Context: an optimization exercise on an open-source flow, tuned for small area, a short achievable clock period and few clock cycles. The choices shown serve that exercise and are no tape-out recipe. Function was checked by simulation only, so behaviour that the tests miss may differ from the original. Power is estimated from default activity; no workload was simulated.

==> flow/design.v <==
package ppu_tile_pkg;
  typedef logic [16-1:0] pattern_t;  
  typedef logic [4-1:0] row_id_t;  
  typedef logic [5-1:0] popcount_t;  
  typedef logic [16-1:0] subset_vec_t;  
  function automatic popcount_t count_ones(input pattern_t pat);
    popcount_t n;
    n = '0;
    for (int i = 0; i < 16; i++) begin
      n = n + {{(5-1){1'b0}}, pat[i]};
    end
    count_ones = n;
  endfunction
  function automatic logic [1:0] fa(input logic a, input logic b, input logic c);
    fa = {(a & b) | (c & (a ^ b)), a ^ b ^ c};
  endfunction
  function automatic popcount_t count_ones_tree(input pattern_t p);
    logic [1:0] s0 [5];  
    logic [1:0] t0, t1, u0, u1, v0, v1, w0;
    logic       b0;
    logic [1:0] c1, c2, c3, d1, d2;
    for (int i = 0; i < 5; i++) s0[i] = fa(p[3*i], p[3*i+1], p[3*i+2]);
    t0 = fa(s0[0][0], s0[1][0], s0[2][0]);
    t1 = fa(s0[3][0], s0[4][0], p[15]);
    u0 = fa(t0[0], t1[0], 1'b0);
    b0 = u0[0];
    c1 = fa(s0[0][1], s0[1][1], s0[2][1]);
    c2 = fa(s0[3][1], s0[4][1], t0[1]);
    c3 = fa(t1[1], u0[1], 1'b0);
    d1 = fa(c1[0], c2[0], c3[0]);
    v0 = fa(c1[1], c2[1], c3[1]);
    v1 = fa(v0[0], d1[1], 1'b0);
    w0 = fa(v0[1], v1[1], 1'b0);
    count_ones_tree = {w0[1], w0[0], v1[0], d1[0], b0};
  endfunction
endpackage
`timescale 1ns/10ps
module ppu_top (
  input  logic                   clk,
  input  logic                   rst_n,
  input  logic                   tile_wr_en,
  input  logic [4-1:0]  tile_wr_addr,
  input  logic [16-1:0] tile_wr_data,
  input  logic [4-1:0]  tile_rd_addr,
  output logic [16-1:0] tile_rd_data,
  output logic [5-1:0]   popcount_rd_data,
  input  logic                   tile_start,
  input  logic                   cfg_auto_repeat,
  output logic                   ppu_busy,
  output logic                   tile_done,
  output logic                   task_valid,
  input  logic                   task_ready,
  output logic [4-1:0]  task_row_id,
  output logic [4-1:0]  task_prefix_id,
  output logic                   task_root,
  output logic [16-1:0] task_pattern,
  output logic [5-1:0]   task_popcount
);
  localparam int R = 16;
  localparam int S = 16;
  localparam int RW = 4;
  localparam int PW = 5;
  logic [R-1:0][S-1:0]  row_pat;
  logic [R-1:0][PW-1:0] row_pc;
  logic          wr_v;
  logic [RW-1:0] wr_a;
  logic [S-1:0]  wr_d;
  logic [PW-1:0] wr_pc;
  assign wr_pc = ppu_tile_pkg::count_ones(wr_d);
  always_ff @(posedge clk) begin
    if (!rst_n) begin
      wr_v <= 1'b0;
    end else begin
      wr_v <= tile_wr_en;
    end
    wr_a <= tile_wr_addr;
    wr_d <= tile_wr_data;
  end
  logic [S-1:0]  pat_wdata;
  logic [PW-1:0] pc_wdata;
  assign pat_wdata = tile_wr_data & {S{rst_n}};
  assign pc_wdata  = wr_pc & {PW{rst_n}};
  always_ff @(posedge clk) begin
    for (int r = 0; r < R; r++) begin
      if (!rst_n || (tile_wr_en && tile_wr_addr == r[RW-1:0])) row_pat[r] <= pat_wdata;
      if (!rst_n || (wr_v && wr_a == r[RW-1:0])) row_pc[r] <= pc_wdata;
    end
  end
  always_ff @(posedge clk) begin
    tile_rd_data     <= row_pat[tile_rd_addr];
    popcount_rd_data <= (wr_v && wr_a == tile_rd_addr) ? wr_pc : row_pc[tile_rd_addr];
  end
  logic          busy;
  logic          xfer;
  logic          last;
  logic          start;
  logic          load;
  logic          idle_a;  
  logic          go;      
  logic          pend;    
  logic          row0_wr;  
  logic [RW-1:0] nrow;  
  logic [S-1:0]  q_pat;
  logic [R-1:0]  cand_n;
  logic [R-1:0]  a_cand;  
  logic [S-1:0]  a_pat;
  assign xfer   = task_valid && task_ready;
  assign last   = task_row_id == {RW{1'b1}};
  assign start  = tile_start && !busy;
  assign go     = (start && !row0_wr) || pend;
  assign load   = go || (xfer && !(last && !cfg_auto_repeat));
  assign idle_a = !busy && !go;
  assign q_pat = row_pat[nrow];
  always_comb begin
    for (int r = 0; r < R; r++) begin
      cand_n[r] = (r < {28'd0, nrow}) && ((row_pat[r] & ~q_pat) == '0);
    end
  end
  always_ff @(posedge clk) begin
    if (!rst_n) begin
      a_cand <= '0;
      a_pat  <= '0;
    end else if (idle_a) begin
      a_cand <= '0;
      a_pat  <= row_pat[0];
    end else if (load) begin
      a_cand <= cand_n;
      a_pat  <= q_pat;
    end
  end
  logic [R-1:0]  keep [PW+1];
  logic [PW-1:0] best_pc;
  logic [R-1:0]  win;  
  logic [S-1:0]  pre_pat;
  logic [RW-1:0] pre_id;
  logic          root;
  logic [PW-1:0] a_pc;
  always_comb begin
    keep[PW] = a_cand;
    for (int b = PW-1; b >= 0; b--) begin
      logic [R-1:0] hit;
      for (int r = 0; r < R; r++) hit[r] = keep[b+1][r] && row_pc[r][b];
      best_pc[b] = |hit;
      keep[b]    = best_pc[b] ? hit : keep[b+1];
    end
  end
  always_comb begin
    logic seen;
    seen = 1'b0;
    for (int r = 0; r < R; r++) begin
      win[r] = keep[0][r] && !seen;
      seen   = seen || keep[0][r];
    end
  end
  always_comb begin
    pre_pat = '0;
    pre_id  = '0;
    for (int r = 0; r < R; r++) begin
      pre_pat = pre_pat | (row_pat[r] & {S{win[r]}});
      pre_id  = pre_id | (r[RW-1:0] & {RW{win[r]}});
    end
  end
  assign root = best_pc == '0;
  assign a_pc = ppu_tile_pkg::count_ones_tree(a_pat);
  always_ff @(posedge clk) begin
    if (!rst_n) begin
      busy       <= 1'b0;
      pend       <= 1'b0;
      row0_wr    <= 1'b0;
      task_valid <= 1'b0;
      tile_done  <= 1'b0;
      nrow       <= 4'd1;
    end else begin
      tile_done <= xfer && last;
      pend      <= start && row0_wr;
      row0_wr   <= tile_wr_en && tile_wr_addr == '0;
      if (start) busy <= 1'b1;
      else if (tile_done && !task_valid) busy <= 1'b0;
      if (load) begin
        task_valid <= 1'b1;
        nrow       <= nrow + 1'b1;
      end else if (xfer) begin
        task_valid <= 1'b0;
      end
    end
  end
  always_ff @(posedge clk) begin
    if (load) begin
      task_row_id    <= nrow - 1'b1;
      task_prefix_id <= root ? '0 : pre_id;
      task_root      <= root;
      task_pattern   <= a_pat ^ pre_pat;  
      task_popcount  <= a_pc - best_pc;
    end
  end
  assign ppu_busy = busy;
endmodule
Settings: LEC_CHECK=0, CAP_MARGIN=20, CORE_MARGIN=2, CORE_UTILIZATION=35, SLEW_MARGIN=20; clock period 30.0 ns.
standard.sh (not shown) runs the stock make flow with config.mk's settings and CLKGATE_MAP_FILE= SYNTH_SCRIPT=/design/flow/synth_recipe.tcl, a recipe that flattens the netlist after the stock synthesis.
==> flow/flow/run.sh <==
#!/bin/bash
# Standard layout, with timing repair aimed well below the 30 ns clock:
# repair_timing works until every path has this much setup slack.
set -euo pipefail
export SETUP_SLACK_MARGIN=22.6
bash standard.sh > standard.log 2>&1
The first run passed the timing, DRC and antenna checks.
Testbench counts at the start, summed over its fixed seeds: cycles 13,663.
Rerun with:
--- a/flow/flow/run.sh
+++ b/flow/flow/run.sh
@@ -4,3 +4,3 @@
 set -euo pipefail
-export SETUP_SLACK_MARGIN=22.6
+export SETUP_SLACK_MARGIN=23
 bash standard.sh > standard.log 2>&1
Outcome:
- clock-buffer cell count decreases by 4
- final area goes up by about 2.2%
- total power is lower by about 0.5%
- critical path depth is unchanged
- fmax rose by about 2.2%
- worst setup slack is better by 0.16 ns
- utilization rose by 0.93 points
- sequential power increases by about 1%
- synthesized cell count does not change
Rerun with:
--- a/flow/flow/run.sh
+++ b/flow/flow/run.sh
@@ -4,3 +4,3 @@
 set -euo pipefail
-export SETUP_SLACK_MARGIN=23
+export SETUP_SLACK_MARGIN=22.85
 bash standard.sh > standard.log 2>&1
Outcome:
- design area falls slightly
- maximum frequency is about the same
- routed wire length shrinks by a few percent
- worst setup slack is better by 0.010 ns
- sequential power fell slightly
Rerun with:
--- a/flow/config.mk
+++ b/flow/config.mk
@@ -11 +11,2 @@
 export SLEW_MARGIN = 20
+export TNS_END_PERCENT = 0
The new run completed without violations.
Worst setup slack loses 0.090 ns.
Clock-buffer cell count rose by 6.
Area after synthesis is unchanged.
Worst hold slack gains 0.026 ns.
Sequential share of layout area rose by 0.74 points.

==> static timing again, ports no longer ideal <==
How much do the figures lean on ideal ports? The routed layouts below were timed once more, with nothing changed but the port constraints.
Step 1: set_driving_cell puts a clkbuf_16 on clk and a buf_2 on each other input, an assumption about the parent block.
Step 2 also shifts input and output timing later by t, the mid clock arrival at the registers, as if the neighbouring blocks saw the same clock.
a / b / c = no drivers / after step 1 / after step 2; a / b = the first two.
run	shift t [ns]	slack for setup (ns)	hold WS [ns]
the first run	0.679	22.611 / 22.469 / 21.789	0.467 / 0.467 / 0.467
the second run	0.683	22.774 / 22.577 / 21.894	0.460 / 0.460 / 0.460
the third run	0.674	22.784 / 22.668 / 21.993	0.444 / 0.444 / 0.444
the fourth run	0.655	22.694 / 22.642 / 21.987	0.470 / 0.470 / 0.470
After both steps every run listed still meets setup and hold. For the second run, which loses most, drivers alone change the setup slack by -0.197 ns; drivers and shift together by -0.880 ns.
